This design comes from an exercise in tuning for small area on the open sky130 flow, not from production work. Where RTL was checked, it was by simulation tests only, not by an equivalence proof against the original. Function not checked in run 2: the RTL went through the layout flow alone. Power and IR drop assume default switching activity.

==> design.v <==
module instr_fetch #(
    parameter int unsigned   W       = 8,
    parameter int unsigned   IW      = 9,
    parameter logic [IW-1:0] HALT_OP = {IW{1'b1}}
) (
    input  logic          clk,
    input  logic          rst,
    input  logic          load_valid_i,
    input  logic [IW-1:0] load_data_i,
    input  logic          load_last_i,
    input  logic          start_i,
    input  logic [W-1:0]  pc_i,
    input  logic          stall_i,
    input  logic          flush_i,
    output logic [IW-1:0] instr_o,
    output logic          instr_valid_o,
    output logic          loading_c,
    output logic          done_o,
    output logic          load_err_o,
    output logic [W:0]    load_count_o
);
    localparam int unsigned DEPTH = 2 ** W;
    localparam int unsigned CNT_W = W + 1;
    typedef enum logic [1:0] {
        LOAD   = 2'd0,
        IDLE   = 2'd1,
        RUN    = 2'd2,
        HALTED = 2'd3
    } state_e;
    state_e           state_q;
    logic [IW-1:0]    instr_q;
    logic             instr_valid_q;
    logic             done_q;
    logic             load_err_q;
    logic [CNT_W-1:0] load_count_q;
    logic [IW-1:0] mem [DEPTH];
    logic load_full_c;
    logic mem_we_c;
    assign load_full_c = (load_count_q == CNT_W'(DEPTH));
    assign mem_we_c = (state_q == LOAD) && load_valid_i && !load_full_c && !rst;
    always_ff @(posedge clk) begin
        if (mem_we_c) begin
            mem[load_count_q[W-1:0]] <= load_data_i;
        end
    end
    always_ff @(posedge clk or posedge rst) begin
        if (rst) begin
            state_q       <= LOAD;
            instr_q       <= '0;
            instr_valid_q <= 1'b0;
            done_q        <= 1'b0;
            load_err_q    <= 1'b0;
            load_count_q  <= '0;
        end else begin
            unique case (state_q)
                LOAD: begin
                    if (load_valid_i) begin
                        if (load_full_c) begin
                            load_err_q <= 1'b1;
                        end else begin
                            load_count_q <= load_count_q + CNT_W'(1);
                        end
                        if (load_last_i) begin
                            state_q <= IDLE;
                        end
                    end else if (start_i) begin
                        state_q <= RUN;
                    end
                end
                IDLE: begin
                    if (start_i) begin
                        state_q <= RUN;
                    end
                end
                RUN: begin
                    if (flush_i) begin
                        instr_q       <= '0;
                        instr_valid_q <= 1'b0;
                    end else if (stall_i) begin
                        instr_q       <= instr_q;
                        instr_valid_q <= instr_valid_q;
                    end else if (instr_valid_q && (instr_q == HALT_OP)) begin
                        state_q       <= HALTED;
                        instr_valid_q <= 1'b0;
                        done_q        <= 1'b1;
                    end else begin
                        instr_q       <= mem[pc_i];
                        instr_valid_q <= 1'b1;
                    end
                end
                HALTED: begin
                    if (start_i) begin
                        state_q <= RUN;
                        done_q  <= 1'b0;
                    end
                end
                default: begin
                    state_q <= LOAD;
                end
            endcase
        end
    end
    assign instr_o       = instr_q;
    assign instr_valid_o = instr_valid_q;
    assign loading_c     = (state_q == LOAD);
    assign done_o        = done_q;
    assign load_err_o    = load_err_q;
    assign load_count_o  = load_count_q;
endmodule
==> run.sh <==
#!/bin/bash
# synth_recipe.tcl (not shown) runs the flow's synth.tcl, then flattens the netlist and writes it again
# the make line also repeats each setting of config.mk as NAME=value (left out here)
make -C /OpenROAD-flow-scripts/flow DESIGN_CONFIG=/design/flow/config.mk WORK_HOME=/design/flow/orfs CLKGATE_MAP_FILE= SYNTH_SCRIPT=/design/flow/synth_recipe.tcl finish
==> config.mk <==
export PLATFORM = sky130hd
export DESIGN_NAME = instr_fetch
export DESIGN_NICKNAME = instr_fetch
export VERILOG_FILES = /design/flow/design.v
export SDC_FILE = /design/flow/constraint.sdc
export NUM_CORES = 4
export LEC_CHECK = 0
export ABC_AREA = 0
export CAP_MARGIN = 20
export CORE_MARGIN = 2
export CORE_UTILIZATION = 50
export SLEW_MARGIN = 20
==> constraint.sdc <==
create_clock -name core_clock -period 8.0 [get_ports {clk}]
set_input_delay 1.6000 -clock core_clock [delete_from_list [all_inputs] [get_ports {clk}]]
set_output_delay 1.6000 -clock core_clock [all_outputs]
set_load 0.01 [all_outputs]
==> reports/metrics.csv, run 1 <==
stage,metric,value,unit
layout,layout net count,4652,
layout,layout cells sized above 1,16.6,%
floorplan,core area,0.183,mm^2
timing,measured slew at the worst slew-check pin,1.39,ns
clock_network,H-tree level count,4,
floorplan,die area,0.188,mm^2
timing,period utilization,61.0,%
clock_network,Post-CTS Resized,0,
worst_setup_path,Crit Path Class,primary input to flip-flop,
global_route,initial antenna violation count,5,
power,VDD IR-drop max,0.000234,V
floorplan,initial core utilization,50.3,%
worst_setup_path,Worst Path Buf+Inv,2,
power,Leakage,32.1,nW
clock_network,clock transition at the registers of the reported paths,0.06,ns
route,DRC,0,
worst_setup_path,Critical Path Slowest Stage Cell,nor3_1,
timing,Max Slew Vio Count,0,
worst_setup_path,Worst EP arrival,5.68,ns
floorplan,IO Pins,46,
yosys,Synth async-reset ratio,0.988,%
timing,Setup Skew,0.0397,ns
clock_network,hold buffer count at CTS,0,
layout,Layout Cell Area excl Fill,0.102,mm^2
yosys,"EDFF count, synth",2304,
timing,final setup vio count,0,
run_status,run status,timing/DRC/antenna clean,
yosys,mean post-synth cell area,20.4,um^2
global_route,GR Util All Layers,26.2,%
clock_network,CTS Sinks,2327,
global_route,largest net degree at the start of global routing,181,
power,Pwr Density,250,mW/mm^2
yosys,post-synth top area cell,edfxtp_1,
hold_path,Hold Path Class,flip-flop to flip-flop,
route,DR pass1 iterations,6,
layout,final core utilization,55.5,%
yosys,synthesized area,0.0921,mm^2
yosys,register bit total from synthesis,2327,
global_route,vias in the first global route,45400,
yosys,"count leader, synth",edfxtp_1,
placed_design,Post-DP HPWL,146,mm
yosys,"Distinct cells, synth",85,
timing,total negative slack,0,ns
route,via/cell ratio,6.37,
route,WL/cell,33.6,um
route,Total Wirelength,245,mm
worst_setup_path,CP top delay family,simple AND/OR/NAND/NOR gates,
worst_setup_path,CP Max Fanout,62,
yosys,Synth top cells by count,"edfxtp_1 (2304), mux2i_1 (373), mux4_2 (321), nor2_1 (306), o221ai_1 (132)",
timing,Final min period,4.88,ns
clock_network,Max clock buf depth,3,
worst_setup_path,CP endpoint kind,flip-flop,
clock_network,CTS buffer count,227,
worst_setup_path,Slowest Stage Delay on Critical Path,0.74,ns
yosys,ys flop type,edfxtp_1,
placed_design,placed cell area,0.0945,mm^2
floorplan,cell row count,157,
yosys,post-synth top area share,75.1,%
global_route,global-route wire length before repair,347,mm
yosys,register area share after synthesis,75.8,%
route,initial DRC count,6130,
worst_setup_path,CP Cell Sequence,"buf_4, nand2b_4, buf_12, o221ai_1, a21boi_0, nor4b_1, nand3_1, nor3_1, a22o_1",
timing,Slew headroom,7.50,%
yosys,Synth Instances,4513,
placed_design,routability cong.,0.902,
route,Antenna Nets Post-Route,0,
clock_network,postcts setup bufs,0,
yosys,Synth Warn #,1,
floorplan,DIE HEIGHT,433,um
worst_setup_path,required time of the critical path,8.80,ns
timing,Fmax,205,MHz
clock_network,Skew-Pair Late Insertion Delay,0.87,ns
yosys,synth top area cells,"edfxtp_1 (75%), mux4_2 (7.9%), mux2i_1 (4.1%)",
run,Max Cap Violations,0,
floorplan,die width,433,um
route,Via Count,46400,
worst_setup_path,CP Launch Type,primary input,
clock_network,CTS tree,yes,
layout,synthesis-to-finish area growth,10.3,%
global_route,Congestion Overflow GR,0,
placed_design,port bufs,45,
timing,Final Hold Viols,0,
clock_network,Root Driver,clkbuf_16,
timing,RSZ-0062 raised after global routing,no,
-- routing by layer --
metal / vias to the layer above / global-route usage, % / share of wire, % / wire length, um
met4: 2 / 9.04 / 3.6 / 8810
li1: 19100 / - / - / -
met3: 399 / 4.19 / 7.6 / 18500
met1: 24700 / 37.6 / 41 / 101000
met5: - / 0 / 0.0065 / 16
met2: 2168 / 41.3 / 48 / 117000
-- layout make-up --
cell class | instances | area (um^2)
inverter | 11 | 47.5
clock buffer | 293 | 5990
multi-input combinational | 1909 | 20100
tap | 2464 | 3080
timing repair buffer | 148 | 1530
clock inverter | 135 | 1070
sequential | 2327 | 69800
antenna | 2 | 5.00
fill | 13900 | 81500
-- flip-flops by register name, summed over array words and instances, names as in the netlist, named ones only --
| signal | count |
|---|---|
| load_err_q | 1 |
| done_q | 1 |
| instr_valid_q | 1 |
| state_q | 1 |
| mem | 2304 |
| load_count_q | 9 |
| instr_q | 9 |
-- power breakdown --
group          internal (mW)  total (mW)  leakage, nW  switching [mW]
clock                   5.65        10.2         3.45            4.54
combinational          0.472        1.72         7.67            1.25
sequential              13.4        13.5         21.0          0.0651
-- through the flow --
step	total power [mW]	worst slack, ns	cells	hold slack (ns)
4_1_cts	25.5	3.35	7286	0.608
6_report	25.4	3.12	7289	0.599
3_5_place_dp	15.5	2.45	6858	0.591
3_3_place_gp	15.5	2.15	6856	0.596
2_1_floorplan	14.5	4.14	4513	0.485
5_1_grt	26.0	3.14	7288	0.599
-- worst reg2reg max path, delay by kind of cell (launching register included) --
family                 cells  cell delay (ns)
AO/OA/AOI/OAI              1             0.38
buffers and inverters      1             0.43
flip-flops                 1             0.52
AND/OR/NAND/NOR            5             2.71
-- cells in the final DEF, fill, tap and decap left out, types with 6 or more instances in the layout --
cell / n
dfrtp_1: 23
clkbuf_1: 63
nand2_2: 8
a31oi_1: 7
a21oi_1: 113
o211ai_1: 13
nor2_1: 305
nand4_1: 26
o21ai_0: 65
o32ai_1: 6
inv_1: 8
a22oi_1: 21
mux4_2: 321
nand3_1: 37
clkbuf_16: 230
xnor2_1: 6
nand2_1: 89
mux2i_1: 373
clkdlybuf4s50_1: 30
buf_4: 83
buf_8: 12
nor2b_1: 9
edfxtp_1: 2304
o22ai_1: 89
buf_12: 19
nor3_1: 42
clkinv_2: 46
o221ai_1: 132
clkinv_1: 57
nor4_1: 13
a211oi_1: 13
mux2_2: 8
and2_1: 10
bufinv_16: 11
mux4_1: 101
-- path summary, 6_finish.rpt --
check	from	slack, ns	cells past startpoint	to
worst max-delay path	pc_i[2]	3.12	9	instr_q[2]
worst min-delay path	load_err_q	0.60	1	load_err_q
worst max register to register	flip-flop	3.59	7	mem[236][3]
worst min register to register	load_err_q	0.60	1	load_err_q
max in group asynchronous	rst	6.46	3	instr_q[8]
min in group asynchronous	rst	1.25	3	load_count_q[1]
-- cells by family after synthesis --
logic type / count (synthesis) / share of synthesized area [%]
AOI/OAI and AO/OA: 513 / 3.88
xor gates and xnor gates: 8 / 0.0761
adders and majority gates: 4 / 0.0544
buffers and inverters: 277 / 2.49
DFF: 2327 / 75.8
muxes: 804 / 14.9
and+or+nand+nor: 580 / 2.82
==> run 2: changes to the inputs <==
--- a/design.v
+++ b/design.v
@@ -1 +1,18 @@
+module if_mem_bit (
+    input  logic q,
+    input  logic we,
+    input  logic wen,
+    input  logic d,
+    output logic nq
+);
+    assign nq = (q | we) & (wen | d);
+endmodule
+module if_rd_term (
+    input  logic a0, s0,
+    input  logic a1, s1,
+    input  logic a2, s2,
+    output logic yn
+);
+    assign yn = ~((a0 & s0) | (a1 & s1) | (a2 & s2));
+endmodule
 module instr_fetch #(
@@ -23,2 +40,3 @@
     localparam int unsigned CNT_W = W + 1;
+    localparam int unsigned NT    = (DEPTH + 2) / 3;   
     typedef enum logic [1:0] {
@@ -35,11 +53,51 @@
     logic [CNT_W-1:0] load_count_q;
-    logic [IW-1:0] mem [DEPTH];
+    logic [IW-1:0] mem_q [DEPTH];
+    logic [IW-1:0] mem_d [DEPTH];
     logic load_full_c;
     logic mem_we_c;
-    assign load_full_c = (load_count_q == CNT_W'(DEPTH));
+    assign load_full_c = load_count_q[W];
     assign mem_we_c = (state_q == LOAD) && load_valid_i && !load_full_c && !rst;
-    always_ff @(posedge clk) begin
-        if (mem_we_c) begin
-            mem[load_count_q[W-1:0]] <= load_data_i;
+    logic [DEPTH-1:0] wsel;
+    logic [DEPTH-1:0] we;
+    logic [DEPTH-1:0] wen;
+    always_comb begin
+        wsel = '0;
+        wsel[load_count_q[W-1:0]] = 1'b1;
+    end
+    assign we  = wsel & {DEPTH{mem_we_c}};
+    assign wen = ~we;
+    for (genvar w = 0; w < DEPTH; w++) begin : g_word
+        for (genvar b = 0; b < IW; b++) begin : g_bit
+            if_mem_bit u_bit (
+                .q  (mem_q[w][b]),
+                .we (we[w]),
+                .wen(wen[w]),
+                .d  (load_data_i[b]),
+                .nq (mem_d[w][b])
+            );
         end
+        always_ff @(posedge clk) begin
+            mem_q[w] <= mem_d[w];
+        end
+    end
+    logic [DEPTH-1:0] rsel;
+    always_comb begin
+        rsel = '0;
+        rsel[pc_i] = 1'b1;
+    end
+    logic [IW-1:0] rdata;
+    for (genvar b = 0; b < IW; b++) begin : g_rd
+        logic [NT-1:0] tn;
+        for (genvar t = 0; t < NT; t++) begin : g_t
+            localparam int unsigned A0 = 3 * t;
+            localparam int unsigned A1 = 3 * t + 1;
+            localparam int unsigned A2 = 3 * t + 2;
+            if_rd_term u_t (
+                .a0(mem_q[A0][b]),                          .s0(rsel[A0]),
+                .a1(A1 < DEPTH ? mem_q[A1 % DEPTH][b] : 1'b0), .s1(A1 < DEPTH ? rsel[A1 % DEPTH] : 1'b0),
+                .a2(A2 < DEPTH ? mem_q[A2 % DEPTH][b] : 1'b0), .s2(A2 < DEPTH ? rsel[A2 % DEPTH] : 1'b0),
+                .yn(tn[t])
+            );
+        end
+        assign rdata[b] = ~&tn;
     end
@@ -86,3 +144,3 @@
                     end else begin
-                        instr_q       <= mem[pc_i];
+                        instr_q       <= rdata;
                         instr_valid_q <= 1'b1;
--- a/config.mk
+++ b/config.mk
@@ -12 +12,3 @@
 export SLEW_MARGIN = 20
+export SYNTH_HIERARCHICAL = 1
+export SYNTH_MINIMUM_KEEP_SIZE = 0
==> run 2 against run 1 <==
Compared with the run above:
- now fails the layout checks on setup timing
- total power decreased by 4.3%
- critical endpoint is now instr_q[4]
- register-to-register slack worse by 0.38 ns
- flip-flop and latch count unchanged
- via count rose by 63%
- critical path type unchanged
- final cell count increased by 35%
==> reports/metrics.csv, run 2 <==
stage,metric,value,unit
run_status,run status,finished with violations,
run_status,violated checks,setup timing,
route,Total Wirelength,384,mm
worst_setup_path,Crit Path Class,primary input to flip-flop,
yosys,Synth top cells by count,"dfxtp_1 (2304), o22a_1 (2304), a222oi_1 (774), nor2_1 (407), nand2_1 (269)",
floorplan,cell row count,148,
placed_design,port bufs,45,
worst_setup_path,Worst Path Buf+Inv,2,
yosys,"EDFF count, synth",0,
worst_setup_path,CP Launch Type,primary input,
route,Antenna Nets Post-Route,0,
route,via/cell ratio,7.70,
yosys,Synth async-reset ratio,0.988,%
timing,Fmax,122,MHz
layout,final core utilization,58.8,%
timing,Worst Slack Setup Final,-0.173,ns
yosys,register bit total from synthesis,2327,
yosys,post-synth top area share,56.2,%
clock_network,CTS buffer count,231,
layout,FF/Latch Area,0.0467,mm^2
global_route,GR Util All Layers,43.9,%
clock_network,CTS tree,yes,
worst_setup_path,CP Cell Sequence,"clkdlybuf4s50_1, inv_1, ha_1, nand2b_1, o211ai_1, a22o_1, nand2_1, nor3_1, a222oi_1, nand4_1, nor4_1, nand4_1, nor4_1, o21ai_0",
yosys,synthesized area,0.0821,mm^2
route,WL/cell,39.0,um
global_route,largest net degree at the start of global routing,136,
floorplan,core area,0.163,mm^2
worst_setup_path,Slowest Stage Delay on Critical Path,1.21,ns
yosys,register area share after synthesis,56.9,%
placed_design,Post-DP HPWL,266,mm
placed_design,placed cell area,0.0878,mm^2
timing,Final min period,8.17,ns
worst_setup_path,CP Max Fanout,9,
layout,multi-input logic area,0.0352,mm^2
run,Max Cap Violations,0,
yosys,"Distinct cells, synth",64,
global_route,initial antenna violation count,57,
timing,final setup vio count,1,
layout,Layout fillers,13800,
global_route,Congestion Overflow GR,0,
clock_network,clock transition at the registers of the reported paths,0.06,ns
worst_setup_path,Worst EP arrival,8.89,ns
clock_network,Skew-Pair Late Insertion Delay,0.90,ns
worst_setup_path,CP top delay family,simple AND/OR/NAND/NOR gates,
clock_network,Post-CTS Resized,0,
yosys,post-synth top area cell,dfxtp_1,
timing,Slew headroom,9.67,%
timing,period utilization,102,%
worst_setup_path,required time of the critical path,8.71,ns
clock_network,Max clock buf depth,3,
floorplan,DIE HEIGHT,409,um
placed_design,routability cong.,1.03,
route,DR pass1 iterations,14,
yosys,Synth Instances,6939,
power,VDD IR-drop max,0.000237,V
global_route,vias in the first global route,68300,
layout,layout cells sized above 1,10.8,%
clock_network,CTS Sinks,2327,
placed_design,# placed instances,9381,
timing,WHS,0.461,ns
power,Leakage,33.7,nW
floorplan,die area,0.168,mm^2
layout,fin cells,9848,
layout,max reg flops,2304,
route,DRC,0,
yosys,ys flop type,dfxtp_1,
clock_network,H-tree level count,4,
timing,Final Hold Viols,0,
hold_path,Hold Path Class,flip-flop to flip-flop,
power,Pwr Density,253,mW/mm^2
clock_network,Root Driver,clkbuf_16,
layout,layout net count,7477,
worst_setup_path,CP endpoint kind,flip-flop,
layout,"commonest cells after routing, fill and taps aside","o22a_1 (2304), dfxtp_1 (2304), a222oi_1 (774)",
route,initial DRC count,14800,
timing,measured slew at the worst slew-check pin,1.36,ns
route,Via Count,75800,
clock_network,postcts setup bufs,0,
timing,Max Slew Vio Count,0,
yosys,Synth Warn #,10,
global_route,global-route wire length before repair,531,mm
clock_network,hold buffer count at CTS,0,
floorplan,die width,409,um
floorplan,IO Pins,46,
timing,RSZ-0062 raised after global routing,no,
worst_setup_path,Critical Path Slowest Stage Cell,nor4_1,
layout,Layout Cell Area excl Fill,0.0958,mm^2
timing,Setup Skew,0.0282,ns
yosys,mean post-synth cell area,11.8,um^2
yosys,synth top area cells,"dfxtp_1 (56%), o22a_1 (25%), a222oi_1 (9.4%)",
floorplan,initial core utilization,50.4,%
layout,synthesis-to-finish area growth,16.7,%
==> run 2: changes by cell type after synthesis, moves of 321 or more <==
cell,before,now
mux2i_1,373,0
edfxtp_1,2304,0
mux4_2,321,0
a222oi_1,0,774
o22a_1,1,2304
dfxtp_1,0,2304
==> run 2: final timing paths <==
path	slack (ns)	cells after the start	end	from
min	0.46	1	load_err_q	load_err_q
min in group asynchronous	1.13	3	load_count_q[0]	rst
max	-0.17	14	instr_q[4]	pc_i[0]
max reg2reg	3.21	7	mem_q[180][4]	load_count_q[3]
max in group asynchronous	6.55	3	instr_q[4]	rst
min reg2reg	0.46	1	load_err_q	load_err_q
==> run 2: through the flow <==
| step | setup TNS, ns | setup slack [ns] | power (mW) |
|---|---|---|---|
| 6_report | -0.173 | -0.173 | 24.3 |
| 5_1_grt | 0 | 0.174 | 24.8 |
| 4_1_cts | 0 | 0.548 | 24.3 |
| 3_5_place_dp | -0.374 | -0.374 | 13.3 |
| 3_3_place_gp | -0.314 | -0.314 | 13.3 |
| 2_1_floorplan | 0 | 3.30 | 12.7 |
==> run 2: worst reg2reg max path, stage by stage (launching register included) <==
cell and delay [ns]:
dfrtp_1 0.69, or4_1 0.65, o21ai_0 0.27, and2_1 0.47, nand3_4 0.76, buf_4 0.68
nor3_1 0.93, o22a_1 0.30
==> run 2: cells by family after synthesis <==
kind of cell	count (synthesis)	share of synthesized area, %
compound gates	3123	34.4
xor+xnor	14	0.172
fa+ha+maj	9	0.137
buf+inv	181	0.952
flops	2327	56.9
other cells	1	0.00457
simple gates	1284	7.50
==> run 2: report_power, final <==
part           switching (mW)  total (mW)  internal [mW]
clock                    4.73        11.2           6.43
sequential              0.198        12.1           11.9
combinational           0.672        1.03          0.362
==> run 2: cell type report <==
type                       count  area share, %
tap                         2175           2.84
multi-input combinational   4466           36.7
inverter                      30          0.117
antenna                       31         0.0809
sequential                  2327           48.7
clock buffer                 362           7.30
clock inverter                69          0.813
timing repair buffer         388           3.38
==> run 2: modules after synthesis, one instance, submodules excluded <==
module       area (um^2)  times used  flip-flops and latches
instr_fetch        54200           1                    2327
if_rd_term          10.0         774                       0
if_mem_bit          8.76        2304                       0
==> run 2: routing by layer <==
metal,routed length [um],track usage (%),vias up
li1,-,-,30800
met4,29300,29.2,49
met5,378,0,-
met1,148000,57.9,38400
met2,154000,60.2,5385
met3,52100,15.4,1145
==> run 3: changes to the inputs <==
--- a/design.v
+++ b/design.v
@@ -16,2 +16,32 @@
     assign yn = ~((a0 & s0) | (a1 & s1) | (a2 & s2));
+endmodule
+module if_rd_term1 (
+    input  logic a0, s0,
+    output logic yn
+);
+    assign yn = ~(a0 & s0);
+endmodule
+module if_nor2 (
+    input  logic a, b,
+    output logic y
+);
+    assign y = ~(a | b);
+endmodule
+module if_nand2 (
+    input  logic a, b,
+    output logic y
+);
+    assign y = ~(a & b);
+endmodule
+module if_nand4 (
+    input  logic a, b, c, d,
+    output logic y
+);
+    assign y = ~(a & b & c & d);
+endmodule
+module if_nor4 (
+    input  logic a, b, c, d,
+    output logic y
+);
+    assign y = ~(a | b | c | d);
 endmodule
@@ -40,3 +70,2 @@
     localparam int unsigned CNT_W = W + 1;
-    localparam int unsigned NT    = (DEPTH + 2) / 3;   
     typedef enum logic [1:0] {
@@ -59,11 +88,22 @@
     assign mem_we_c = (state_q == LOAD) && load_valid_i && !load_full_c && !rst;
-    logic [DEPTH-1:0] wsel;
-    logic [DEPTH-1:0] we;
-    logic [DEPTH-1:0] wen;
+    logic [W-1:0]     addr;
+    logic [DEPTH-1:0] sel;
+    logic [DEPTH-1:0] seln;
+    logic [IW-1:0]    rdata;
+    logic [IW-1:0]    wdata;
+    assign addr = (state_q == LOAD) ? load_count_q[W-1:0] : pc_i;
+    logic [15:0] pl, pln, ph, phn;
     always_comb begin
-        wsel = '0;
-        wsel[load_count_q[W-1:0]] = 1'b1;
-    end
-    assign we  = wsel & {DEPTH{mem_we_c}};
-    assign wen = ~we;
+        pl = '0;
+        ph = '0;
+        pl[addr[3:0]] = 1'b1;
+        ph[addr[7:4]] = 1'b1;
+    end
+    assign pln = ~pl;
+    assign phn = ~ph;
+    for (genvar w = 0; w < DEPTH; w++) begin : g_dec
+        if_nor2  u_sel  (.a(phn[w / 16]), .b(pln[w % 16]), .y(sel[w]));
+        if_nand2 u_seln (.a(ph[w / 16]),  .b(pl[w % 16]),  .y(seln[w]));
+    end
+    assign wdata = mem_we_c ? load_data_i : rdata;
     for (genvar w = 0; w < DEPTH; w++) begin : g_word
@@ -72,5 +112,5 @@
                 .q  (mem_q[w][b]),
-                .we (we[w]),
-                .wen(wen[w]),
-                .d  (load_data_i[b]),
+                .we (sel[w]),
+                .wen(seln[w]),
+                .d  (wdata[b]),
                 .nq (mem_d[w][b])
@@ -82,18 +122,11 @@
     end
-    logic [DEPTH-1:0] rsel;
-    always_comb begin
-        rsel = '0;
-        rsel[pc_i] = 1'b1;
-    end
-    logic [IW-1:0] rdata;
     for (genvar b = 0; b < IW; b++) begin : g_rd
-        logic [NT-1:0] tn;
-        for (genvar t = 0; t < NT; t++) begin : g_t
-            localparam int unsigned A0 = 3 * t;
-            localparam int unsigned A1 = 3 * t + 1;
-            localparam int unsigned A2 = 3 * t + 2;
+        logic [85:0] tn;
+        logic [21:0] or1;
+        logic [5:0]  or2n;
+        for (genvar t = 0; t < 85; t++) begin : g_t
             if_rd_term u_t (
-                .a0(mem_q[A0][b]),                          .s0(rsel[A0]),
-                .a1(A1 < DEPTH ? mem_q[A1 % DEPTH][b] : 1'b0), .s1(A1 < DEPTH ? rsel[A1 % DEPTH] : 1'b0),
-                .a2(A2 < DEPTH ? mem_q[A2 % DEPTH][b] : 1'b0), .s2(A2 < DEPTH ? rsel[A2 % DEPTH] : 1'b0),
+                .a0(mem_q[3*t][b]),   .s0(sel[3*t]),
+                .a1(mem_q[3*t+1][b]), .s1(sel[3*t+1]),
+                .a2(mem_q[3*t+2][b]), .s2(sel[3*t+2]),
                 .yn(tn[t])
@@ -101,3 +134,12 @@
         end
-        assign rdata[b] = ~&tn;
+        if_rd_term1 u_t85 (.a0(mem_q[255][b]), .s0(sel[255]), .yn(tn[85]));
+        for (genvar g = 0; g < 21; g++) begin : g_l1
+            if_nand4 u_n (.a(tn[4*g]), .b(tn[4*g+1]), .c(tn[4*g+2]), .d(tn[4*g+3]), .y(or1[g]));
+        end
+        if_nand2 u_l1last (.a(tn[84]), .b(tn[85]), .y(or1[21]));
+        for (genvar g = 0; g < 5; g++) begin : g_l2
+            if_nor4 u_n (.a(or1[4*g]), .b(or1[4*g+1]), .c(or1[4*g+2]), .d(or1[4*g+3]), .y(or2n[g]));
+        end
+        if_nor2 u_l2last (.a(or1[20]), .b(or1[21]), .y(or2n[5]));
+        assign rdata[b] = ~&or2n;
     end
==> flow/run.sh (new file) <==
#!/bin/bash
set -euo pipefail
cd "$(dirname "$0")/.."
bash standard.sh \
  CTS_ARGS="-sink_clustering_enable -repair_clock_nets -dont_use_dummy_load -buf_list sky130_fd_sc_hd__clkbuf_4 -sink_clustering_size 10 -sink_clustering_max_diameter 40" \
  finish > flow_make.log 2>&1
==> standard.sh (new file) <==
#!/bin/bash
# synth_recipe.tcl (not shown) runs the flow's synth.tcl, then flattens the netlist and writes it again
# the make line also repeats each setting of config.mk as NAME=value (left out here)
make -C /OpenROAD-flow-scripts/flow DESIGN_CONFIG=/design/flow/config.mk WORK_HOME=/design/flow/orfs CLKGATE_MAP_FILE= SYNTH_SCRIPT=/design/flow/synth_recipe.tcl "${@:-finish}"
--- a/config.mk
+++ b/config.mk
@@ -10,3 +10,4 @@
 export CORE_MARGIN = 2
-export CORE_UTILIZATION = 50
+export CORE_UTILIZATION = 45
+export SETUP_SLACK_MARGIN = 0.4
 export SLEW_MARGIN = 20
removed: run.sh
==> run 3 against run 2 <==
Compared with the run above:
- the run now finishes clean
- utilization fell by 7.8 points
- final cell count fell by 2.7%
- clock-buffer cell count is 16 lower
- critical path type is now flip-flop to flip-flop
- highest routed layer unchanged
==> reports/metrics.csv, run 3 <==
stage,metric,value,unit
run_status,run status,timing/DRC/antenna clean,
timing,Fmax,143,MHz
power,VDD IR-drop max,0.000211,V
floorplan,die width,425,um
worst_setup_path,Critical Path Slowest Stage Cell,nor4_2,
worst_setup_path,CP endpoint kind,flip-flop,
layout,FF/Latch Area,0.0467,mm^2
timing,Slew headroom,24.1,%
clock_network,CTS Sinks,2327,
layout,synthesis-to-finish area growth,12.7,%
global_route,vias in the first global route,63100,
placed_design,Post-DP HPWL,182,mm
clock_network,Root Driver,clkbuf_4,
yosys,register area share after synthesis,58.5,%
route,initial DRC count,8911,
timing,Max Slew Vio Count,0,
hold_path,Hold Path Class,flip-flop to flip-flop,
timing,Final Hold Viols,0,
clock_network,clock transition at the registers of the reported paths,0.10,ns
floorplan,initial core utilization,45.3,%
clock_network,postcts setup bufs,0,
floorplan,IO Pins,46,
route,Antenna Nets Post-Route,0,
placed_design,port bufs,45,
clock_network,Skew-Pair Late Insertion Delay,1.46,ns
layout,"commonest cells after routing, fill and taps aside","o22a_1 (2304), dfxtp_1 (2304), a222oi_1 (765)",
timing,Setup Skew,0.139,ns
yosys,Synth Instances,6408,
run,Max Cap Violations,0,
worst_setup_path,CP Launch Type,flip-flop,
floorplan,core area,0.176,mm^2
timing,final setup vio count,0,
worst_setup_path,CP Max Fanout,90,
clock_network,Max clock buf depth,4,
worst_setup_path,CP top delay family,simple AND/OR/NAND/NOR gates,
placed_design,routability cong.,0.894,
route,DRC,0,
yosys,mean post-synth cell area,12.5,um^2
worst_setup_path,required time of the critical path,9.25,ns
clock_network,hold buffer count at CTS,0,
global_route,Congestion Overflow GR,0,
yosys,ys flop type,dfxtp_1,
worst_setup_path,Crit Path Class,flip-flop to flip-flop,
layout,multi-input logic area,0.0333,mm^2
worst_setup_path,CP Cell Sequence,"nor2_8, mux2i_2, ha_1, o21a_1, nor3_1, nand2_2, nor2_1, buf_4, a222oi_1, nand4_1, nor4_2, nand4_1, nor2_1, a21oi_4, buf_12, o22a_1",
layout,layout cells sized above 1,12.5,%
power,Pwr Density,300,mW/mm^2
yosys,"Distinct cells, synth",58,
yosys,synthesized area,0.0799,mm^2
global_route,initial antenna violation count,7,
global_route,GR Util All Layers,29.6,%
route,Total Wirelength,276,mm
global_route,largest net degree at the start of global routing,103,
layout,Layout fillers,15900,
route,DR pass1 iterations,13,
route,via/cell ratio,6.95,
yosys,post-synth top area cell,dfxtp_1,
worst_setup_path,Worst EP arrival,8.27,ns
floorplan,die area,0.181,mm^2
route,Via Count,66600,
yosys,Synth Warn #,10,
power,Pwr Total,27.0,mW
route,WL/cell,28.8,um
layout,max reg flops,2304,
timing,Final min period,7.01,ns
power,Leakage,32.0,nW
clock_network,CTS buffer count,346,
layout,final core utilization,51.0,%
global_route,global-route wire length before repair,408,mm
timing,total negative slack,0,ns
timing,period utilization,87.7,%
floorplan,DIE HEIGHT,425,um
worst_setup_path,Worst Path Buf+Inv,2,
yosys,"EDFF count, synth",0,
timing,RSZ-0062 raised after global routing,no,
worst_setup_path,Slowest Stage Delay on Critical Path,0.85,ns
clock_network,Post-CTS Resized,0,
floorplan,cell row count,154,
yosys,Synth top cells by count,"dfxtp_1 (2304), o22a_1 (2304), a222oi_1 (765), nand2_1 (318), nor2_1 (308)",
yosys,register bit total from synthesis,2327,
yosys,post-synth top area share,57.8,%
yosys,synth top area cells,"dfxtp_1 (58%), o22a_1 (25%), a222oi_1 (9.6%)",
yosys,Synth async-reset ratio,0.988,%
timing,measured slew at the worst slew-check pin,1.14,ns
clock_network,CTS tree,yes,
layout,layout net count,7258,
clock_network,H-tree level count,5,
==> run 3: cell types whose count changed after synthesis, sizes merged, moves of 9 or more <==
cell     previous run  this run
nor3              150        11
nor2              407       315
nand3              94         5
clkbuf             78         1
buf                73        12
nand2             271       320
inv                30         6
or3                27         3
o21ai              18         2
and2               16         1
and3               16         2
a222oi            774       765
o2bb2ai             0         9
or4                11         2
==> run 3: worst reg2reg max path, delay by kind of cell, from the launching register on <==
family	cells	cell delay [ns]
DFF	1	0.45
and+or+nand+nor	8	3.22
AOI/OAI and AO/OA	4	1.54
buffers and inverters	2	0.50
muxes	1	0.71
adders and majority gates	1	0.43
==> run 3: path summary, 6_finish.rpt <==
kind                            start       endpoint  slack [ns]  depth (start not counted)
setup / recovery           state_q[0]  mem_q[203][1]        0.99                         16
min in group asynchronous         rst     instr_q[6]        0.56                          3
max in group asynchronous         rst     instr_q[0]        7.04                          3
hold / removal             load_err_q     load_err_q        0.46                          1
hold reg to reg            load_err_q     load_err_q        0.46                          1
setup reg to reg           state_q[0]  mem_q[203][1]        0.99                         16
==> run 3: power breakdown <==
part | internal [mW] | total [mW] | switching, mW
clock network | 1.99 | 5.80 | 3.82
registers | 14.4 | 15.9 | 1.48
logic | 2.69 | 5.34 | 2.65
total | 19.1 | 27.0 | 7.94
==> run 3: routing by layer <==
metal	GRT usage, %	up-vias	part of all wire (%)
met5	0	-	0.017
met4	15.1	6	5.2
met3	5.42	558	7.2
met2	46.1	2651	45
met1	39.1	33800	42
li1	-	29500	-
==> run 3: area by class of cell <==
| type | count | share of cell area, % |
|---|---|---|
| clock buffer | 346 | 2.89 |
| inverter | 6 | 0.0250 |
| sequential | 2327 | 51.9 |
| tap | 2340 | 3.25 |
| multi-input combinational | 4062 | 37.0 |
| timing repair buffer | 488 | 4.85 |
| antenna | 11 | 0.0306 |
==> run 3: cells by family (layout without fill, tap and decap cells) <==
kind of cell / count (synthesis) / in the layout / share of synthesized area (%)
adders and majority gates: 3 / 3 / 0.0470
and+or+nand+nor: 937 / 937 / 5.80
AOI/OAI and AO/OA: 3097 / 3097 / 35.1
xor gates and xnor gates: 15 / 15 / 0.240
muxes: 10 / 10 / 0.169
DFF: 2327 / 2327 / 58.5
other: 0 / 11 / 0
buffers and inverters: 19 / 840 / 0.139
==> run 3: per-module statistics from Yosys (local to each module, per instance) <==
| module | flops+latches | copies in the design |
|---|---|---|
| if_nand4 | 0 | 189 |
| if_mem_bit | 0 | 2304 |
| if_rd_term1 | 0 | 9 |
| if_rd_term | 0 | 765 |
| if_nor4 | 0 | 45 |
| instr_fetch | 2327 | 1 |
| if_nand2 | 0 | 265 |
| if_nor2 | 0 | 265 |
==> run 3: stage by stage <==
step	hold WS [ns]	worst slack (ns)	cell area, um^2	cells
after floorplan	0.447	0.153	80000	6408
after global placement	0.446	0.171	87200	9219
after detailed placement	0.445	0.142	87300	9222
after CTS	0.447	1.19	89900	9568
after global routing	0.487	0.846	89900	9570
final	0.462	0.986	90000	9580
==> run 4: changes to the inputs <==
--- a/design.v
+++ b/design.v
@@ -88,22 +88,27 @@
     assign mem_we_c = (state_q == LOAD) && load_valid_i && !load_full_c && !rst;
-    logic [W-1:0]     addr;
-    logic [DEPTH-1:0] sel;
-    logic [DEPTH-1:0] seln;
+    logic [DEPTH-1:0] we;
+    logic [DEPTH-1:0] wen;
+    logic [DEPTH-1:0] rsel;
     logic [IW-1:0]    rdata;
-    logic [IW-1:0]    wdata;
-    assign addr = (state_q == LOAD) ? load_count_q[W-1:0] : pc_i;
-    logic [15:0] pl, pln, ph, phn;
+    logic [15:0] wl, wln, wh, whn;
+    logic [15:0] rl, rln, rh, rhn;
     always_comb begin
-        pl = '0;
-        ph = '0;
-        pl[addr[3:0]] = 1'b1;
-        ph[addr[7:4]] = 1'b1;
-    end
-    assign pln = ~pl;
-    assign phn = ~ph;
+        wl = '0;
+        wh = '0;
+        rl = '0;
+        rh = '0;
+        wl[load_count_q[3:0]] = 1'b1;
+        wh[load_count_q[7:4]] = mem_we_c;
+        rl[pc_i[3:0]] = 1'b1;
+        rh[pc_i[7:4]] = 1'b1;
+    end
+    assign wln = ~wl;
+    assign whn = ~wh;
+    assign rln = ~rl;
+    assign rhn = ~rh;
     for (genvar w = 0; w < DEPTH; w++) begin : g_dec
-        if_nor2  u_sel  (.a(phn[w / 16]), .b(pln[w % 16]), .y(sel[w]));
-        if_nand2 u_seln (.a(ph[w / 16]),  .b(pl[w % 16]),  .y(seln[w]));
-    end
-    assign wdata = mem_we_c ? load_data_i : rdata;
+        if_nor2  u_we   (.a(whn[w / 16]), .b(wln[w % 16]), .y(we[w]));
+        if_nand2 u_wen  (.a(wh[w / 16]),  .b(wl[w % 16]),  .y(wen[w]));
+        if_nor2  u_rsel (.a(rhn[w / 16]), .b(rln[w % 16]), .y(rsel[w]));
+    end
     for (genvar w = 0; w < DEPTH; w++) begin : g_word
@@ -112,5 +117,5 @@
                 .q  (mem_q[w][b]),
-                .we (sel[w]),
-                .wen(seln[w]),
-                .d  (wdata[b]),
+                .we (we[w]),
+                .wen(wen[w]),
+                .d  (load_data_i[b]),
                 .nq (mem_d[w][b])
@@ -128,5 +133,5 @@
             if_rd_term u_t (
-                .a0(mem_q[3*t][b]),   .s0(sel[3*t]),
-                .a1(mem_q[3*t+1][b]), .s1(sel[3*t+1]),
-                .a2(mem_q[3*t+2][b]), .s2(sel[3*t+2]),
+                .a0(mem_q[3*t][b]),   .s0(rsel[3*t]),
+                .a1(mem_q[3*t+1][b]), .s1(rsel[3*t+1]),
+                .a2(mem_q[3*t+2][b]), .s2(rsel[3*t+2]),
                 .yn(tn[t])
@@ -134,3 +139,3 @@
         end
-        if_rd_term1 u_t85 (.a0(mem_q[255][b]), .s0(sel[255]), .yn(tn[85]));
+        if_rd_term1 u_t85 (.a0(mem_q[255][b]), .s0(rsel[255]), .yn(tn[85]));
         for (genvar g = 0; g < 21; g++) begin : g_l1
==> run 4 against run 3 <==
Compared with the run above:
- total power decreased by 29%
- final area decreased by 2.1%
- synthesized cell count increased by 4.9%
- hold slack improved by 0.0099 ns
- critical path type is now primary input to flip-flop
==> reports/metrics.csv, run 4 <==
stage,metric,value,unit
hold_path,Hold Crit Start,mem_q[218][4],
clock_network,Root Driver,clkbuf_4,
power,Reg power frac,60.8,%
worst_setup_path,required time of the critical path,9.25,ns
timing,final setup vio count,0,
floorplan,cell row count,155,
layout,layout net count,7249,
route,DRC,0,
hold_path,hold endpoint,mem_q[218][4],
route,via/cell ratio,7.45,
yosys,register bit total from synthesis,2327,
worst_setup_path,worst reg2reg path startpoint,load_count_q[1],
worst_setup_path,CP Max Fanout,16,
worst_setup_path,CP endpoint kind,flip-flop,
yosys,Synth async-reset ratio,0.988,%
timing,period utilization,74.9,%
global_route,initial antenna violation count,18,
yosys,"Distinct cells, synth",51,
run_status,run status,timing/DRC/antenna clean,
power,VDD IR-drop max,0.000237,V
yosys,Synth top cells by count,"dfxtp_1 (2304), o22a_1 (2304), a222oi_1 (765), nor2_1 (558), nand2_1 (358)",
timing,measured slew at the worst slew-check pin,1.25,ns
floorplan,core area,0.179,mm^2
hold_path,Hold Path Depth,1,
worst_setup_path,Worst Setup SP,pc_i[4],
hold_path,Hold Path Class,flip-flop to flip-flop,
timing,Fmax,167,MHz
layout,Layout fillers,16200,
global_route,largest net degree at the start of global routing,133,
layout,layout cells sized above 1,7.88,%
layout,max reg flops,2304,
route,Antenna Nets Post-Route,0,
clock_network,hold buffer count at CTS,0,
worst_setup_path,Worst EP arrival,7.24,ns
clock_network,Post-CTS Resized,0,
floorplan,IO Pins,46,
floorplan,die area,0.183,mm^2
timing,Slew headroom,16.8,%
route,Via Count,71400,
run,Max Cap Violations,0,
power,Pwr Density,218,mW/mm^2
power,Clock power frac,31.0,%
power,switching power,5.31,mW
global_route,GR Util All Layers,34.0,%
timing,Worst Slack Setup Final,2.01,ns
layout,FF/Latch Area,0.0467,mm^2
layout,"commonest cells after routing, fill and taps aside","o22a_1 (2304), dfxtp_1 (2304), a222oi_1 (765)",
layout,multi-input logic area,0.0343,mm^2
clock_network,CTS Sinks,2327,
clock_network,Skew-Pair Late Insertion Delay,1.40,ns
placed_design,pre-CTS setup slack,0.958,ns
worst_setup_path,CP Launch Type,primary input,
worst_setup_path,Crit Path Class,primary input to flip-flop,
worst_setup_path,reg2reg setup slack,3.17,ns
layout,final core utilization,49.3,%
placed_design,routability cong.,1.01,
worst_setup_path,Reg-to-Reg End,mem_q[67][1],
timing,Final Hold Viols,0,
clock_network,H-tree level count,5,
power,combinational fraction of design power,8.2,%
yosys,ys flop type,dfxtp_1,
clock_network,clock transition at the registers of the reported paths,0.12,ns
power,Leakage,30.0,nW
route,Total Wirelength,329,mm
power,Internal,13.9,mW
yosys,register area share after synthesis,57.7,%
global_route,vias in the first global route,66000,
floorplan,DIE HEIGHT,428,um
timing,Max Slew Vio Count,0,
clock_network,Max clock buf depth,4,
route,initial DRC count,12600,
layout,Layout Cell Area excl Fill,0.0881,mm^2
yosys,"EDFF count, synth",0,
timing,Final min period,5.99,ns
clock_network,postcts setup bufs,0,
yosys,post-synth top area share,57.0,%
floorplan,die width,428,um
floorplan,initial core utilization,45.3,%
placed_design,Post-DP HPWL,208,mm
yosys,Synth Warn #,10,
yosys,Synth Instances,6720,
placed_design,port bufs,45,
power,Pwr Total,19.2,mW
yosys,synthesized area,0.0810,mm^2
yosys,post-synth top area cell,dfxtp_1,
timing,total negative slack,0,ns
route,DR pass1 iterations,15,
timing,RSZ-0062 raised after global routing,no,
worst_setup_path,R2R depth,7,
global_route,Congestion Overflow GR,0,
clock_network,CTS tree,yes,
global_route,global-route wire length before repair,466,mm
layout,synthesis-to-finish area growth,8.77,%
yosys,mean post-synth cell area,12.0,um^2
clock_network,CTS buffer count,352,
route,WL/cell,34.3,um
power,sw frac,27.7,%
yosys,synth top area cells,"dfxtp_1 (57%), o22a_1 (25%), a222oi_1 (9.5%)",
timing,Setup Skew,0.110,ns
placed_design,placed cell area,0.0853,mm^2
[run 4: metal layers]
layer / global-route usage, % / wire, um
met1: 44.3 / 129000
met2: 51.5 / 142000
met3: 8.28 / 36700
met4: 19.2 / 20400
met5: 0 / 41
[run 4: power groups by stage]
stage	Sequential, mW	Combinational [mW]	Clock, mW
finish	11.7	1.57	5.95
detailed placement	11.9	1.48	0
global placement	11.9	1.47	0
floorplan	11.9	0.335	0
CTS	11.7	1.48	6.05
global route	11.7	1.51	6.50
[run 4: cell families (layout without fill, tap and decap cells)]
group	Yosys count	in the layout	share of synthesized area [%]
AOI/OAI and AO/OA	3108	3108	34.7
DFF	2327	2327	57.7
and+or+nand+nor	1229	1229	7.05
buffers and inverters	27	515	0.133
adders and majority gates	15	15	0.232
xor gates and xnor gates	13	13	0.141
muxes	1	1	0.0124
other	0	17	0
[run 4: worst max path at each step]
| stage | slack [ns] | depth (start not counted) | to |
|---|---|---|---|
| global route | 2.17 | 14 | instr_q[3] |
| floorplan | 3.42 | 13 | instr_q[3] |
| global placement | 0.65 | 14 | instr_q[3] |
| CTS | 2.46 | 14 | instr_q[1] |
| finish | 2.01 | 14 | instr_q[7] |
| detailed placement | 0.96 | 14 | instr_q[1] |
[run 4: cell type report]
cell class,count,share of cell area (%)
clock buffers,352,3.00
repair buffers,145,1.56
flip-flops and latches,2327,53.0
diodes,17,0.0483
inverters,18,0.0767
well taps,2355,3.35
multi-input cells,4366,38.9
[run 4: critical path, cell delays in order]
cell             delay (ns)
clkdlybuf4s50_1        0.78
inv_1                  0.16
ha_1                   0.30
nor2b_1                0.17
a21oi_1                0.17
o21ai_0                0.18
nand2_1                0.77
nor2_1                 0.43
a222oi_1               0.65
nand4_1                0.34
nor4_2                 0.94
nand4_1                0.38
nor2_1                 0.25
o2bb2ai_1              0.08
[run 4: stage by stage]
stage          instances  hold slack [ns]
6_report            9580            0.472
4_1_cts             9562            0.475
3_5_place_dp        9210            0.460
3_3_place_gp        9210            0.451
2_1_floorplan       6720            0.447
5_1_grt             9570            0.480
[run 4: per-module statistics from Yosys, one instance, submodules excluded]
module       copies in the design  flops+latches
if_nor4                        45              0
instr_fetch                     1           2327
if_mem_bit                   2304              0
if_nand4                      189              0
if_rd_term1                     9              0
if_rd_term                    765              0
if_nand2                      265              0
if_nor2                       521              0
==> run 5: changes to the inputs <==
==> flow/run.sh (replaced) <==
#!/bin/bash
set -euo pipefail
cd "$(dirname "$0")/.."
bash standard.sh \
  CTS_ARGS="-sink_clustering_enable -repair_clock_nets -dont_use_dummy_load -buf_list sky130_fd_sc_hd__clkbuf_4 -sink_clustering_size 10 -sink_clustering_max_diameter 35" \
  finish > flow_make.log 2>&1
--- a/config.mk
+++ b/config.mk
@@ -11,3 +11,2 @@
 export CORE_UTILIZATION = 45
-export SETUP_SLACK_MARGIN = 0.4
 export SLEW_MARGIN = 20
==> run 5 against run 4 <==
Compared with the run above:
- first-iteration DRC count fell by 1.4%
- total power rose by 2.1%
- clock-buffer cell count rose by 63
- routed wire length fell by 0.22%
- critical path type unchanged
==> reports/metrics.csv, run 5 <==
stage,metric,value,unit
global_route,Congestion Overflow GR,0,
clock_network,clock transition at the registers of the reported paths,0.10,ns
clock_network,hold buffer count at CTS,0,
route,via/cell ratio,7.42,
floorplan,DIE HEIGHT,428,um
power,Pwr Density,221,mW/mm^2
floorplan,initial core utilization,45.3,%
clock_network,Post-CTS Resized,0,
route,DRC,0,
placed_design,routability cong.,1.01,
layout,max reg flops,2304,
route,initial DRC count,12400,
power,VDD IR-drop max,0.000258,V
yosys,post-synth top area cell,dfxtp_1,
yosys,synth top area cells,"dfxtp_1 (57%), o22a_1 (25%), a222oi_1 (9.5%)",
timing,Slew headroom,18.4,%
timing,Fmax,168,MHz
run_status,run status,timing/DRC/antenna clean,
clock_network,Max clock buf depth,4,
worst_setup_path,CP Launch Type,primary input,
yosys,"EDFF count, synth",0,
floorplan,core area,0.179,mm^2
yosys,"Distinct cells, synth",51,
clock_network,CTS buffer count,415,
route,Via Count,71600,
placed_design,# placed instances,9210,
clock_network,postcts setup bufs,0,
route,WL/cell,34.0,um
power,Leakage,30.3,nW
clock_network,H-tree level count,5,
yosys,Synth async-reset ratio,0.988,%
timing,Final min period,5.94,ns
clock_network,Skew-Pair Late Insertion Delay,1.44,ns
route,Total Wirelength,328,mm
yosys,mean post-synth cell area,12.0,um^2
power,Pwr Total,19.6,mW
worst_setup_path,CP Max Fanout,16,
floorplan,cell row count,155,
global_route,vias in the first global route,66600,
placed_design,port bufs,45,
timing,Max Slew Vio Count,0,
yosys,register area share after synthesis,57.7,%
worst_setup_path,CP endpoint kind,flip-flop,
timing,total negative slack,0,ns
global_route,GR Util All Layers,34.0,%
layout,Layout fillers,16200,
hold_path,Hold Path Class,flip-flop to flip-flop,
timing,measured slew at the worst slew-check pin,1.22,ns
timing,period utilization,74.3,%
yosys,Synth Warn #,10,
floorplan,die area,0.183,mm^2
layout,synthesis-to-finish area growth,9.34,%
route,Antenna Nets Post-Route,0,
timing,final setup vio count,0,
layout,"commonest cells after routing, fill and taps aside","o22a_1 (2304), dfxtp_1 (2304), a222oi_1 (765)",
yosys,ys flop type,dfxtp_1,
clock_network,CTS Sinks,2327,
global_route,largest net degree at the start of global routing,133,
run,Max Cap Violations,0,
floorplan,IO Pins,46,
route,DR pass1 iterations,17,
yosys,post-synth top area share,57.0,%
layout,layout net count,7311,
yosys,Synth top cells by count,"dfxtp_1 (2304), o22a_1 (2304), a222oi_1 (765), nor2_1 (558), nand2_1 (358)",
clock_network,Root Driver,clkbuf_4,
clock_network,CTS tree,yes,
worst_setup_path,Crit Path Class,primary input to flip-flop,
global_route,global-route wire length before repair,467,mm
worst_setup_path,Worst EP arrival,7.22,ns
yosys,synthesized area,0.0810,mm^2
timing,RSZ-0062 raised after global routing,no,
yosys,Synth Instances,6720,
timing,Final Hold Viols,0,
yosys,register bit total from synthesis,2327,
layout,layout cells sized above 1,8.65,%
placed_design,Post-DP HPWL,208,mm
timing,Setup Skew,0.171,ns
floorplan,die width,428,um
worst_setup_path,required time of the critical path,9.28,ns
global_route,initial antenna violation count,14,
layout,fin cells,9646,
==> run 5: kinds of logic (layout without fill, tap and decap cells) <==
family                   Yosys count  after routing  share of synthesized area [%]
AO/OA/AOI/OAI                   3108           3108                           34.7
XOR/XNOR                          13             13                          0.141
adder cells (fa/ha/maj)           15             15                          0.232
buffers and inverters             27            577                          0.133
flip-flops                      2327           2327                           57.7
multiplexers                       1              1                         0.0124
other                              0             21                              0
AND/OR/NAND/NOR                 1229           1229                           7.05
==> run 5: cell type report <==
cell class              instances  area, um^2  area share (%)
diodes                         21        52.6          0.0594
inverters                      18        67.6          0.0763
multi-input cells            4366       34300            38.7
flip-flops and latches       2327       46700            52.8
well taps                    2355        2950            3.33
clock buffers                 415        3120            3.52
repair buffers                144        1350            1.53
==> run 5: through the flow <==
step | hold WS (ns) | util, % | instance area [um^2] | setup slack, ns
3_3_place_gp | 0.451 | 47.8 | 85300 | 0.647
2_1_floorplan | 0.447 | - | 81000 | 3.42
6_report | 0.473 | 49.6 | 88500 | 2.06
3_5_place_dp | 0.460 | 47.8 | 85300 | 0.958
5_1_grt | 0.480 | 49.5 | 88500 | 2.24
4_1_cts | 0.472 | 49.5 | 88500 | 2.42
==> run 5: metal layers <==
| layer | track usage [%] | part of all wire [%] | up-vias |
|---|---|---|---|
| met2 | 51.4 | 43 | 4744 |
| li1 | - | - | 30000 |
| met4 | 20.6 | 6.5 | 0 |
| met5 | 0 | 0 | - |
| met3 | 8.02 | 11 | 1082 |
| met1 | 44.1 | 39 | 35700 |
==> run 5: critical path, cell delays in order <==
cell and delay [ns]:
clkdlybuf4s50_1 0.75, inv_1 0.17, ha_1 0.28, nor2b_1 0.17
a21oi_1 0.17, o21ai_0 0.18, nand2_1 0.77, nor2_1 0.43
a222oi_1 0.71, nand4_1 0.34, nor4_2 0.90, nand4_1 0.40
nor2_1 0.23, o2bb2ai_1 0.07
==> run 5: path summary, 6_finish.rpt <==
check | start | end | slack (ns) | cells after the start
max in group asynchronous | rst | instr_q[5] | 6.77 | 3
worst min-delay path | mem_q[34][6] | mem_q[34][6] | 0.47 | 1
worst max register to register | load_count_q[1] | mem_q[67][1] | 3.18 | 7
worst max-delay path | pc_i[5] | instr_q[7] | 2.06 | 14
worst min register to register | mem_q[34][6] | mem_q[34][6] | 0.47 | 1
min in group asynchronous | rst | load_count_q[0] | 0.85 | 3
==> run 5: Yosys stat by module, one instance, submodules excluded, a selection <==
| module | times used | cells |
|---|---|---|
| if_nand4 | 189 | 1 |
| if_nand2 | 265 | 1 |
| if_mem_bit | 2304 | 1 |
| if_rd_term1 | 9 | 1 |
| if_nor4 | 45 | 1 |
| if_rd_term | 765 | 1 |
| instr_fetch | 1 | 2622 |
==> run 5: report_power, final <==
part	leakage [nW]	internal (mW)	switching [mW]
registers	18.9	11.6	0.0491
clock network	1.91	2.36	3.99
logic	9.51	0.231	1.33
total	30.3	14.2	5.37
==> run 6: changes to the inputs <==
--- a/config.mk
+++ b/config.mk
@@ -10,3 +10,4 @@
 export CORE_MARGIN = 2
-export CORE_UTILIZATION = 45
+export CORE_UTILIZATION = 40
+export SETUP_SLACK_MARGIN = 0.2
 export SLEW_MARGIN = 20
==> run 6 against run 5 <==
Compared with the run above:
- still clean on timing, DRC and antenna
- non-clock buffer count grew 16
- clock skew shrank 0.043 ns
- final area grew 0.33%
- die area grew 12%
- critical path depth grew 1
- largest power group unchanged
- highest routed layer is now met5
==> reports/metrics.csv, run 6 <==
stage,metric,value,unit
layout,max reg flops,2304,
placed_design,Post-DP HPWL,209,mm
timing,Final Hold Viols,0,
yosys,"EDFF count, synth",0,
hold_path,Hold Path Class,flip-flop to flip-flop,
clock_network,Root Driver,clkbuf_4,
timing,Fmax,154,MHz
clock_network,CTS buffer count,384,
route,Antenna Nets Post-Route,0,
placed_design,routability cong.,0.999,
power,Pwr Density,218,mW/mm^2
yosys,mean post-synth cell area,12.0,um^2
yosys,Synth top cells by count,"dfxtp_1 (2304), o22a_1 (2304), a222oi_1 (765), nor2_1 (558), nand2_1 (358)",
yosys,ys flop type,dfxtp_1,
clock_network,hold buffer count at CTS,0,
clock_network,Skew-Pair Late Insertion Delay,1.41,ns
yosys,Synth Warn #,10,
yosys,post-synth top area share,57.0,%
layout,Layout Cell Area excl Fill,0.0888,mm^2
worst_setup_path,CP Max Fanout,13,
clock_network,Post-CTS Resized,0,
global_route,largest net degree at the start of global routing,126,
yosys,synthesized area,0.0810,mm^2
clock_network,H-tree level count,5,
clock_network,postcts setup bufs,0,
layout,"commonest cells after routing, fill and taps aside","o22a_1 (2304), dfxtp_1 (2304), a222oi_1 (765)",
floorplan,die area,0.206,mm^2
route,initial DRC count,12500,
floorplan,core area,0.202,mm^2
clock_network,CTS tree,yes,
clock_network,Max clock buf depth,4,
timing,period utilization,81.4,%
timing,RSZ-0062 raised after global routing,no,
worst_setup_path,required time of the critical path,9.24,ns
yosys,synth top area cells,"dfxtp_1 (57%), o22a_1 (25%), a222oi_1 (9.5%)",
route,DRC,0,
floorplan,IO Pins,46,
yosys,"Distinct cells, synth",51,
run,Max Cap Violations,0,
global_route,GR Util All Layers,30.9,%
floorplan,die width,454,um
timing,Setup Skew,0.129,ns
placed_design,pre-CTS setup slack,0.466,ns
worst_setup_path,CP endpoint kind,flip-flop,
layout,Layout fillers,18900,
layout,final core utilization,44.0,%
yosys,Synth async-reset ratio,0.988,%
route,WL/cell,33.5,um
route,Total Wirelength,333,mm
worst_setup_path,CP Launch Type,primary input,
global_route,vias in the first global route,67200,
layout,layout cells sized above 1,8.52,%
yosys,post-synth top area cell,dfxtp_1,
timing,Max Slew Vio Count,0,
placed_design,port bufs,45,
route,DR pass1 iterations,15,
yosys,register bit total from synthesis,2327,
layout,synthesis-to-finish area growth,9.70,%
floorplan,cell row count,165,
timing,final setup vio count,0,
worst_setup_path,Worst EP arrival,7.75,ns
global_route,initial antenna violation count,16,
floorplan,initial core utilization,40.1,%
layout,layout net count,7296,
timing,Slew headroom,10.7,%
power,VDD IR-drop max,0.000181,V
timing,Worst Slack Setup Final,1.49,ns
global_route,global-route wire length before repair,473,mm
timing,Final min period,6.51,ns
clock_network,clock transition at the registers of the reported paths,0.08,ns
run_status,run status,timing/DRC/antenna clean,
route,via/cell ratio,7.23,
route,Via Count,71900,
worst_setup_path,Crit Path Class,primary input to flip-flop,
yosys,Synth Instances,6720,
global_route,Congestion Overflow GR,0,
yosys,register area share after synthesis,57.7,%
clock_network,CTS Sinks,2327,
timing,measured slew at the worst slew-check pin,1.33,ns
placed_design,placed cell area,0.0859,mm^2
floorplan,DIE HEIGHT,454,um
power,Leakage,30.2,nW
run 6: cell counts after synthesis:
Identical to the previous run, type by type.
run 6: path summary, 6_finish.rpt:
kind / startpoint / to / slack (ns) / cells past startpoint
max: pc_i[5] / instr_q[7] / 1.49 / 15
min: mem_q[52][0] / mem_q[52][0] / 0.47 / 1
max reg2reg: load_count_q[0] / mem_q[224][1] / 3.92 / 9
min reg2reg: mem_q[52][0] / mem_q[52][0] / 0.47 / 1
max in group asynchronous: rst / instr_q[2] / 6.49 / 3
min in group asynchronous: rst / load_count_q[8] / 0.88 / 2
run 6: layout make-up:
| type | count | area [um^2] | share of cell area, % |
|---|---|---|---|
| flip-flops and latches | 2327 | 46700 | 52.6 |
| inverters | 18 | 67.6 | 0.0761 |
| clock buffers | 384 | 2880 | 3.25 |
| repair buffers | 160 | 1450 | 1.64 |
| diodes | 14 | 35.0 | 0.0395 |
| well taps | 2672 | 3340 | 3.76 |
| multi-input cells | 4366 | 34300 | 38.6 |
run 6: per-module statistics from Yosys (local to each module, per instance):
module | times used | area (um^2) | flip-flops and latches | cells inside
instr_fetch | 1 | 48400 | 2327 | 2622
if_nor2 | 521 | 3.75 | 0 | 1
if_rd_term1 | 9 | 3.75 | 0 | 1
if_nor4 | 45 | 12.5 | 0 | 1
if_rd_term | 765 | 10.0 | 0 | 1
if_nand2 | 265 | 3.75 | 0 | 1
if_mem_bit | 2304 | 8.76 | 0 | 1
if_nand4 | 189 | 6.26 | 0 | 1
run 6: where the power goes:
| group | internal, mW | leakage [nW] | switching [mW] | total [mW] |
|---|---|---|---|---|
| Combinational | 0.233 | 9.61 | 1.33 | 1.56 |
| Sequential | 11.6 | 18.9 | 0.0498 | 11.7 |
| Clock | 2.19 | 1.77 | 3.97 | 6.17 |
| Total | 14.0 | 30.2 | 5.35 | 19.4 |
run 6: kinds of logic after synthesis:
kind of cell	Yosys count	share of synthesized area [%]
compound gates	3108	34.7
mux	1	0.0124
xor+xnor	13	0.141
fa+ha+maj	15	0.232
flops	2327	57.7
buf+inv	27	0.133
simple gates	1229	7.05
run 6: stage by stage:
step	TNS (ns)	cells	total power, mW	hold slack (ns)
global placement	-0.106	9542	13.4	0.453
detailed placement	0	9543	13.4	0.461
global route	0	9937	19.9	0.482
floorplan	0	6720	12.3	0.447
CTS	0	9927	19.4	0.473
finish	0	9941	19.4	0.475
run 6: critical path, cell delays in order:
cell             delay [ns]
clkdlybuf4s50_1        0.74
inv_1                  0.17
ha_1                   0.27
and2_1                 0.17
a21oi_1                0.16
nor2_1                 0.06
o21ai_1                0.82
buf_4                  0.44
nor2_1                 0.28
a222oi_1               0.81
nand4_1                0.20
nor4_2                 1.01
nand4_1                0.57
nor2_1                 0.30
o2bb2ai_1              0.11
run 6: routing by layer:
layer	global-route usage (%)	vias to the layer above	routed length, um	part of all wire (%)
met5	0	-	71	0.021
met4	18.5	12	22000	6.6
met3	7.34	1021	37500	11
met2	46.0	4840	142000	43
met1	40.6	36100	132000	40
li1	-	30000	-	-

[re-timing with driven ports]
The flow's constraints put no driver on any port. The routed layouts listed below were extracted and timed again, unchanged, in two steps.
Step 1 assumes that a clkbuf_16 drives the clock port and a buf_2 every other input.
Step 2 also shifts input and output timing later by t, the mid clock arrival at the registers, as if the neighbouring blocks saw the same clock.
Slacks: ideal / step 1 / step 2; pairs: ideal / step 1.
run	t, ns	setup WS [ns]	hold WS [ns]	worst register clock-pin slew, ns	cell pins on the clock port's net
run 1	0.938	3.119 / 3.154 / 2.216	0.599 / 0.599 / 0.599	0.07 / 0.07	1
run 2	0.977	-0.173 / -0.105 / -1.082	0.461 / 0.461 / 0.461	0.07 / 0.07	1
run 3	1.464	0.986 / 0.986 / -0.145	0.462 / 0.462 / 0.462	0.12 / 0.12	1
run 4	1.446	2.009 / 2.064 / 0.619	0.472 / 0.472 / 0.472	0.12 / 0.12	1
run 5	1.441	2.060 / 2.115 / 0.674	0.473 / 0.473 / 0.473	0.11 / 0.11	1
run 6	1.465	1.488 / 1.525 / 0.060	0.475 / 0.475 / 0.475	0.11 / 0.11	1
With both steps, setup timing fails in run 3, where it was met with ideal ports. For run 6, which loses most, drivers alone change the setup slack by +0.037 ns; drivers and shift together by -1.428 ns.
